Context: an optimization exercise on an open-source flow, tuned for small area, a short achievable clock period and few clock cycles per item. The choices shown serve that exercise and are no tape-out recipe. No activity file was given, so power comes from the tool's default toggle rates.

Design mlp_sequencer, start of the top module:
module mlp_sequencer #(
   parameter int N1        = 98,
   parameter int N2        = 10,
   parameter int W_K       = 4,
   parameter int W_X       = 8,
   parameter int W_OUT     = 16,
   parameter int ACT_SHIFT = 4,
   parameter int OUT_SHIFT = 8
) (
   input  logic                         clk,
   input  logic                         rstn,
   input  logic                         s_valid,
   output logic                         s_ready,
   input  logic [W_X-1:0]               s_data,
   output logic                         m_valid,
   input  logic                         m_ready,
   output logic [W_OUT-1:0]             m_data,
   output logic                         busy,
   output logic [1:0]                   w_sel,
   output logic [$clog2(N2+1)-1:0]      w_neuron,
   output logic [$clog2(N1/2+1)-1:0]    w_idx,
   input  logic [W_K-1:0]               w_data,
   output logic [W_K-1:0]               tanh_idx,
   input  logic [W_OUT-1:0]             tanh_data
);
Settings: LEC_CHECK=0, CAP_MARGIN=20, CORE_MARGIN=2, CORE_UTILIZATION=40, CTS_BUF_LIST=sky130_fd_sc_hd__clkbuf_16, CTS_CLUSTER_DIAMETER=150, CTS_CLUSTER_SIZE=30, SETUP_SLACK_MARGIN=4.2, SLEW_MARGIN=20; clock period 8.0 ns.
standard.sh (not shown) runs the stock make flow with config.mk's settings and CLKGATE_MAP_FILE= SYNTH_SCRIPT=/design/flow/synth_recipe.tcl, a recipe that flattens the netlist after the stock synthesis.
==> flow/flow/run.sh <==
#!/bin/bash
# Standard layout with two changes: port buffers are plain buf_2 cells, and
# after placement the reset port buffer keeps only the gates of s_ready and
# busy, while a new buffer drives the rest of the reset net (flow/iso.tcl).
set -e
export BUFFER_PORTS_ARGS="-buffer_cell sky130_fd_sc_hd__buf_2"
bash standard.sh place > standard_place.log 2>&1
RES=$PWD/orfs/results/sky130hd/mlp_sequencer/base
RES=$RES OUT=$RES/3_place.odb openroad -no_init -exit flow/iso.tcl > iso.log 2>&1
bash standard.sh finish > standard_finish.log 2>&1
Other scripts of this flow, unchanged in this note and not shown: flow/flow/iso.tcl
Next try:
- SETUP_SLACK_MARGIN: 4.2 -> 4.45
Effect:
- The changed run passed the timing, DRC and antenna checks
- die area stays the same
- clock-buffer cell count does not change
- power is higher by 2.7%
- cell count is higher by 1.8%
- wire length is higher by 9.7%
- global-route usage is higher by 1.7 points
Function was not checked in any run of this note: the RTL went through the layout flow alone.

---

The RTL this note starts from:
==> flow/design.v <==
module mlp_sequencer #(
   parameter int N1        = 98,
   parameter int N2        = 10,
   parameter int W_K       = 4,
   parameter int W_X       = 8,
   parameter int W_OUT     = 16,
   parameter int ACT_SHIFT = 4,
   parameter int OUT_SHIFT = 8
) (
   input  logic                         clk,
   input  logic                         rstn,
   input  logic                         s_valid,
   output logic                         s_ready,
   input  logic [W_X-1:0]               s_data,
   output logic                         m_valid,
   input  logic                         m_ready,
   output logic [W_OUT-1:0]             m_data,
   output logic                         busy,
   output logic [1:0]                   w_sel,
   output logic [$clog2(N2+1)-1:0]      w_neuron,
   output logic [$clog2(N1/2+1)-1:0]    w_idx,
   input  logic [W_K-1:0]               w_data,
   output logic [W_K-1:0]               tanh_idx,
   input  logic [W_OUT-1:0]             tanh_data
);
   localparam int HALF   = N1 / 2;
   localparam int NEU_W  = $clog2(N2 + 1);
   localparam int IDX_W  = $clog2(N1 / 2 + 1);
   localparam int ACC1_W = W_X + W_K + $clog2(N1 + 2) - 1;    
   localparam int ACC2_W = W_OUT + W_K + $clog2(N2 + 1) - 1;  
   localparam int XW     = (W_OUT > W_X) ? W_OUT : W_X;
   localparam int TAP    = 2;    
   localparam logic signed [ACC1_W-1:0] T_MAX = ACC1_W'(2 ** (W_K - 1) - 1);
   localparam logic signed [ACC1_W-1:0] T_MIN = ACC1_W'(-(2 ** (W_K - 1)));
   logic                     r_l2;       
   logic                     r_act;      
   logic [3:0]               r_pcnt;     
   logic                     r_first;    
   logic [1:0]               r_sel;
   logic [NEU_W-1:0]         r_neu;      
   logic [IDX_W-1:0]         r_idx;
   logic signed [XW-1:0]     r_x;
   logic [W_K-1:0]           r_t;
   logic [ACC2_W-ACC1_W-1:0] r_yh;       
   logic [W_OUT-2:0]         r_md;       
   logic                     r_m_valid;
   logic [N2*ACC1_W-1:0]     r_ring;
   logic                     r_mz, r_m2, r_fin, r_fin2;
   logic                     r_rdy;      
   logic                     r_neg0, r_one0, r_two0, r_neg1, r_one1, r_two1;
   logic                     w_bias, w_rdy, w_acc, w_last, w_mac, w_xld;
   logic [3:0]               w_pcnt;
   logic signed [XW-1:0]     w_x;
   logic [NEU_W-1:0]         w_neu_n;
   logic signed [ACC1_W-1:0] w_head, w_tap, w_sh;
   logic signed [ACC2_W-1:0] w_y;
   logic signed [ACC2_W-1:0] w_a, w_sum;
   logic [W_K-1:0]           w_t;
   assign w_head  = r_ring[ACC1_W-1:0];
   assign w_y     = {r_yh, r_ring[N2*ACC1_W-1 -: ACC1_W]};
   assign w_tap   = r_ring[TAP*ACC1_W +: ACC1_W];
   assign w_bias  = r_idx == IDX_W'(HALF);
   assign w_rdy   = r_rdy;
   assign w_acc   = s_valid && w_rdy;
   assign w_last  = r_pcnt == 4'd9;
   assign w_mac   = r_l2 ? r_pcnt != 4'd15 : (r_act || w_bias || w_acc);
   always_comb begin
      if (!r_l2) begin
         if (!r_act) w_pcnt = 4'd1;
         else if (w_last && w_bias && r_sel != 2'd0) w_pcnt = r_m_valid ? 4'd15 : 4'd0;
         else w_pcnt = r_pcnt + 1'b1;
      end else if (r_pcnt == 4'd15) begin
         w_pcnt = r_m_valid ? 4'd15 : 4'd0;
      end else begin
         w_pcnt = r_pcnt + 1'b1;
      end
   end
   always_comb begin
      w_xld = 1'b1;
      w_x   = $signed(tanh_data);
      if (!r_l2) begin
         w_xld = !r_act;
         w_x   = w_bias ? XW'(1) : XW'($signed(s_data));
      end else if (r_pcnt == 4'd10) begin
         w_x   = XW'(1);
      end
   end
   assign w_neu_n = (r_neu == NEU_W'(N2 - 1)) ? '0 : r_neu + 1'b1;
   assign s_ready  = rstn && w_rdy;
   assign busy     = rstn && !w_rdy;
   assign w_sel    = r_sel;
   assign w_neuron = r_neu;
   assign w_idx    = r_idx;
   assign tanh_idx = r_t;
   assign m_valid  = r_m_valid;
   assign m_data   = {r_md[W_OUT-2], r_md};
   logic             b_neg0, b_one0, b_two0, b_neg1, b_one1, b_two1;
   logic [XW:0]      b_x, b_x2, b_pp0, b_pp1;
   assign b_neg0 = r_neg0;
   assign b_one0 = r_one0;
   assign b_two0 = r_two0;
   assign b_neg1 = r_neg1;
   assign b_one1 = r_one1;
   assign b_two1 = r_two1;
   assign b_x    = {r_x[XW-1], r_x};
   assign b_x2   = {r_x, 1'b0};
   assign b_pp0  = (({(XW+1){b_one0}} & b_x) | ({(XW+1){b_two0}} & b_x2)) ^ {(XW+1){b_neg0}};
   assign b_pp1  = (({(XW+1){b_one1}} & b_x) | ({(XW+1){b_two1}} & b_x2)) ^ {(XW+1){b_neg1}};
   assign w_a    = r_mz ? '0 : r_m2 ? w_y : ACC2_W'(w_head);
   assign w_sum  = w_a + ACC2_W'($signed(b_pp0)) + ACC2_W'($signed({b_pp1, 2'b00}))
                 + ACC2_W'({b_neg1, 1'b0, b_neg0});
   always_comb begin
      w_sh = w_tap >>> ACT_SHIFT;
      if (w_sh > T_MAX)      w_t = W_K'(2 ** W_K - 1);
      else if (w_sh < T_MIN) w_t = '0;
      else                   w_t = W_K'(w_sh) ^ W_K'(2 ** (W_K - 1));
   end
   always_ff @(posedge clk) begin
      r_ring <= {w_sum[ACC1_W-1:0], r_ring[N2*ACC1_W-1:ACC1_W]};
      r_neg0 <= w_mac & w_data[1];
      r_one0 <= w_mac & w_data[0];
      r_two0 <= w_mac & w_data[1] & ~w_data[0];
      r_neg1 <= w_mac & w_data[3] & ~(w_data[2] & w_data[1]);
      r_one1 <= w_mac & (w_data[2] ^ w_data[1]);
      r_two1 <= w_mac & ((w_data[3] & ~w_data[2] & ~w_data[1]) | (~w_data[3] & w_data[2] & w_data[1]));
      r_pcnt <= w_pcnt;
      r_mz   <= r_l2 ? r_pcnt == 4'd0 : r_first;
      r_m2   <= r_l2 && r_pcnt != 4'd15;
      if (w_xld) r_x <= w_x;
      r_t    <= w_t;
      r_yh   <= w_sum[ACC2_W-1:ACC1_W];
      if (r_fin2) r_md <= w_y[OUT_SHIFT +: W_OUT-1];
   end
   always_ff @(posedge clk) begin
      if (!rstn) begin
         r_l2      <= 1'b0;
         r_act     <= 1'b0;
         r_first   <= 1'b1;
         r_sel     <= '0;
         r_neu     <= '0;
         r_idx     <= '0;
         r_m_valid <= 1'b0;
         r_fin     <= 1'b0;
         r_fin2    <= 1'b0;
         r_rdy     <= 1'b1;
      end else begin
         r_neu  <= w_neu_n;
         r_fin  <= r_l2 && r_pcnt == 4'd10;
         r_fin2 <= r_fin;
         if (r_fin2) r_m_valid <= 1'b1;
         else if (m_ready) r_m_valid <= 1'b0;
         if (!r_l2) begin
            if (!r_act) begin
               if (w_bias) begin
                  r_act <= 1'b1;
                  r_rdy <= 1'b0;
               end else if (w_acc) begin
                  if (|s_data) begin
                     r_act <= 1'b1;
                     r_rdy <= 1'b0;
                  end else begin
                     r_idx <= r_idx + 1'b1;
                     r_rdy <= r_idx != IDX_W'(HALF - 1);
                  end
               end
            end else begin
               if (w_last) begin
                  r_act   <= 1'b0;
                  r_first <= 1'b0;
                  if (!w_bias) begin
                     r_idx <= r_idx + 1'b1;
                     r_rdy <= r_idx != IDX_W'(HALF - 1);
                  end else if (r_sel == 2'd0) begin
                     r_sel <= 2'd1;
                     r_idx <= '0;
                     r_rdy <= 1'b1;
                  end else begin
                     r_l2   <= 1'b1;
                     r_sel  <= 2'd2;
                     r_idx  <= IDX_W'(w_neu_n);
                  end
               end
            end
         end else begin
            r_idx <= IDX_W'(w_neu_n);
            if (r_pcnt != 4'd15) begin
               if (r_pcnt == 4'd9) begin
                  r_idx <= IDX_W'(N2);
               end else if (r_pcnt == 4'd10) begin
                  r_rdy   <= 1'b1;
                  r_l2    <= 1'b0;
                  r_first <= 1'b1;
                  r_sel   <= '0;
                  r_idx   <= '0;
               end
            end
         end
      end
   end
endmodule
clock: 8.0 ns
lec_check: 0
cap_margin: 20
core_margin: 2
core_utilization: 40
cts_buf_list: sky130_fd_sc_hd__clkbuf_16
cts_cluster_diameter: 150
cts_cluster_size: 30
setup_slack_margin: 4.45
slew_margin: 20
==> flow/flow/iso.tcl <==
# Give the reset port's fast path to s_ready/busy a buffer of its own: the
# port buffer keeps only the gates that feed those two outputs, and a new
# buffer drives the rest of the reset net.
set res $::env(RES)
read_db $res/3_place.odb
read_liberty /OpenROAD-flow-scripts/flow/platforms/sky130hd/lib/sky130_fd_sc_hd__tt_025C_1v80.lib
set block [ord::get_db_block]
set rport [$block findBTerm rstn]
set rnet [$rport getNet]
# port buffer: the one instance on the port net
set ib ""
foreach it [$rnet getITerms] { set ib [$it getInst] }
set onet ""
foreach it [$ib getITerms] { if {[$it isOutputSignal]} { set onet [$it getNet] } }
puts "reset port buffer [$ib getName] drives [$onet getName] with [llength [$onet getITerms]] pins"
# gates feeding the output buffers of s_ready and busy
set keep {}
foreach p {s_ready busy} {
  set pn [[$block findBTerm $p] getNet]
  foreach it [$pn getITerms] {
    set ob [$it getInst]
    foreach oit [$ob getITerms] {
      if {[$oit isInputSignal]} {
        set gnet [$oit getNet]
        foreach git [$gnet getITerms] {
          if {[$git isOutputSignal]} { lappend keep [[$git getInst] getName] }
        }
      }
    }
  }
}
puts "keep on port buffer: $keep"
set loads {}
set bx 0; set by 0; set n 0
foreach it [$onet getITerms] {
  if {[$it isInputSignal]} {
    set in [[$it getInst] getName]
    if {[lsearch $keep $in] < 0} {
      lappend loads "$in/[[$it getMTerm] getName]"
    }
  }
}
puts "moving [llength $loads] loads"
set loc [[$ib getBBox] xMin]
set x [expr {[[$ib getBBox] xMin] / 1000.0}]
set y [expr {[[$ib getBBox] yMin] / 1000.0}]
insert_buffer -buffer_cell sky130_fd_sc_hd__buf_4 -net [$onet getName] -load_pins $loads -location [list $x $y] -buffer_name rst_tree_buf
detailed_placement
check_placement
write_db $::env(OUT)
Scripts as last shown in full above: flow/flow/run.sh
Rerun with:
==> flow/flow/run.sh (replaced) <==
#!/bin/bash
# Standard layout, with port buffers of a small plain buffer instead of the
# default delay buffer.
cp standard.sh standard_sh_copy.log
export BUFFER_PORTS_ARGS="-buffer_cell sky130_fd_sc_hd__buf_2"
bash standard.sh > standard.log 2>&1
SETUP_SLACK_MARGIN = 4.2   (was 4.45)
removed: flow/flow/iso.tcl
Via count falls slightly.
Hold slack improves by 0.0031 ns.
Power drops by a few percent.
Area after synthesis stays the same.
Global-route usage is lower by 0.55 points.
Rerun with:
==> flow/flow/run.sh (replaced) <==
#!/bin/bash
# Standard layout with two changes: port buffers are plain buf_2 cells, and
# after placement the reset port buffer keeps only the gates of s_ready and
# busy, while a new buffer drives the rest of the reset net (flow/iso.tcl).
set -e
export BUFFER_PORTS_ARGS="-buffer_cell sky130_fd_sc_hd__buf_2"
bash standard.sh place > standard_place.log 2>&1
RES=$PWD/orfs/results/sky130hd/mlp_sequencer/base
RES=$RES OUT=$RES/3_place.odb openroad -no_init -exit flow/iso.tcl > iso.log 2>&1
bash standard.sh finish > standard_finish.log 2>&1
==> flow/flow/iso.tcl (new file) <==
# Give the reset port's fast path to s_ready/busy a buffer of its own: the
# port buffer keeps only the gates that feed those two outputs, and a new
# buffer drives the rest of the reset net.
set res $::env(RES)
read_db $res/3_place.odb
read_liberty /OpenROAD-flow-scripts/flow/platforms/sky130hd/lib/sky130_fd_sc_hd__tt_025C_1v80.lib
set block [ord::get_db_block]
set rport [$block findBTerm rstn]
set rnet [$rport getNet]
# port buffer: the one instance on the port net
set ib ""
foreach it [$rnet getITerms] { set ib [$it getInst] }
set onet ""
foreach it [$ib getITerms] { if {[$it isOutputSignal]} { set onet [$it getNet] } }
puts "reset port buffer [$ib getName] drives [$onet getName] with [llength [$onet getITerms]] pins"
# gates feeding the output buffers of s_ready and busy
set keep {}
foreach p {s_ready busy} {
  set pn [[$block findBTerm $p] getNet]
  foreach it [$pn getITerms] {
    set ob [$it getInst]
    foreach oit [$ob getITerms] {
      if {[$oit isInputSignal]} {
        set gnet [$oit getNet]
        foreach git [$gnet getITerms] {
          if {[$git isOutputSignal]} { lappend keep [[$git getInst] getName] }
        }
      }
    }
  }
}
puts "keep on port buffer: $keep"
set loads {}
set bx 0; set by 0; set n 0
foreach it [$onet getITerms] {
  if {[$it isInputSignal]} {
    set in [[$it getInst] getName]
    if {[lsearch $keep $in] < 0} {
      lappend loads "$in/[[$it getMTerm] getName]"
    }
  }
}
puts "moving [llength $loads] loads"
set loc [[$ib getBBox] xMin]
set x [expr {[[$ib getBBox] xMin] / 1000.0}]
set y [expr {[[$ib getBBox] yMin] / 1000.0}]
insert_buffer -buffer_cell sky130_fd_sc_hd__buf_4 -net [$onet getName] -load_pins $loads -location [list $x $y] -buffer_name rst_tree_buf
detailed_placement
check_placement
write_db $::env(OUT)
The changed run finished clean.
Sequential power is about the same.
Worst setup slack is worse by 0.025 ns.
Non-clock buffer count rises by 3.
Cell count hardly moves.
First-iteration DRC count drops by 7.8%.
Design area barely changes.
No run of this note included a check of the RTL's function; only the layout flow was run.

## port drivers added, routing unchanged
How much do the figures lean on ideal ports? The routed layouts below were timed once more, with nothing changed but the port constraints.
Step 1, drivers: a clkbuf_16 drives clk and a buf_2 each remaining input, both assumed.
Step 2 also shifts input and output timing later by t, the mid clock arrival at the registers, as if the neighbouring blocks saw the same clock.
Slacks: ideal ports / drivers / drivers and shift; pairs: ideal ports / drivers.
run | shift t [ns] | slack for setup (ns) | hold WS [ns] | worst register clock-pin slew, ns | worst slew at a driven data input, ns
the first run of note 1 | 0.504 | 4.334 / 4.312 / 4.312 | 0.319 / 0.319 / 0.319 | 0.11 / 0.11 | 0.06
the second run of note 1 | 0.512 | 4.443 / 4.403 / 4.380 | 0.322 / 0.322 / 0.322 | 0.12 / 0.12 | 0.06
the first run of note 2 | 0.524 | 4.375 / 4.323 / 4.323 | 0.320 / 0.320 / 0.320 | 0.11 / 0.11 | 0.06
the second run of note 2 | 0.522 | 4.285 / 4.246 / 4.246 | 0.324 / 0.324 / 0.324 | 0.12 / 0.12 | 0.04
the third run of note 2 | 0.522 | 4.260 / 4.237 / 4.237 | 0.323 / 0.323 / 0.323 | 0.12 / 0.12 | 0.04
After both steps setup and hold are still met in every run listed. The setup slack of the second run of note 1, which loses most, moves by -0.040 ns with the drivers and by -0.063 ns with both steps.
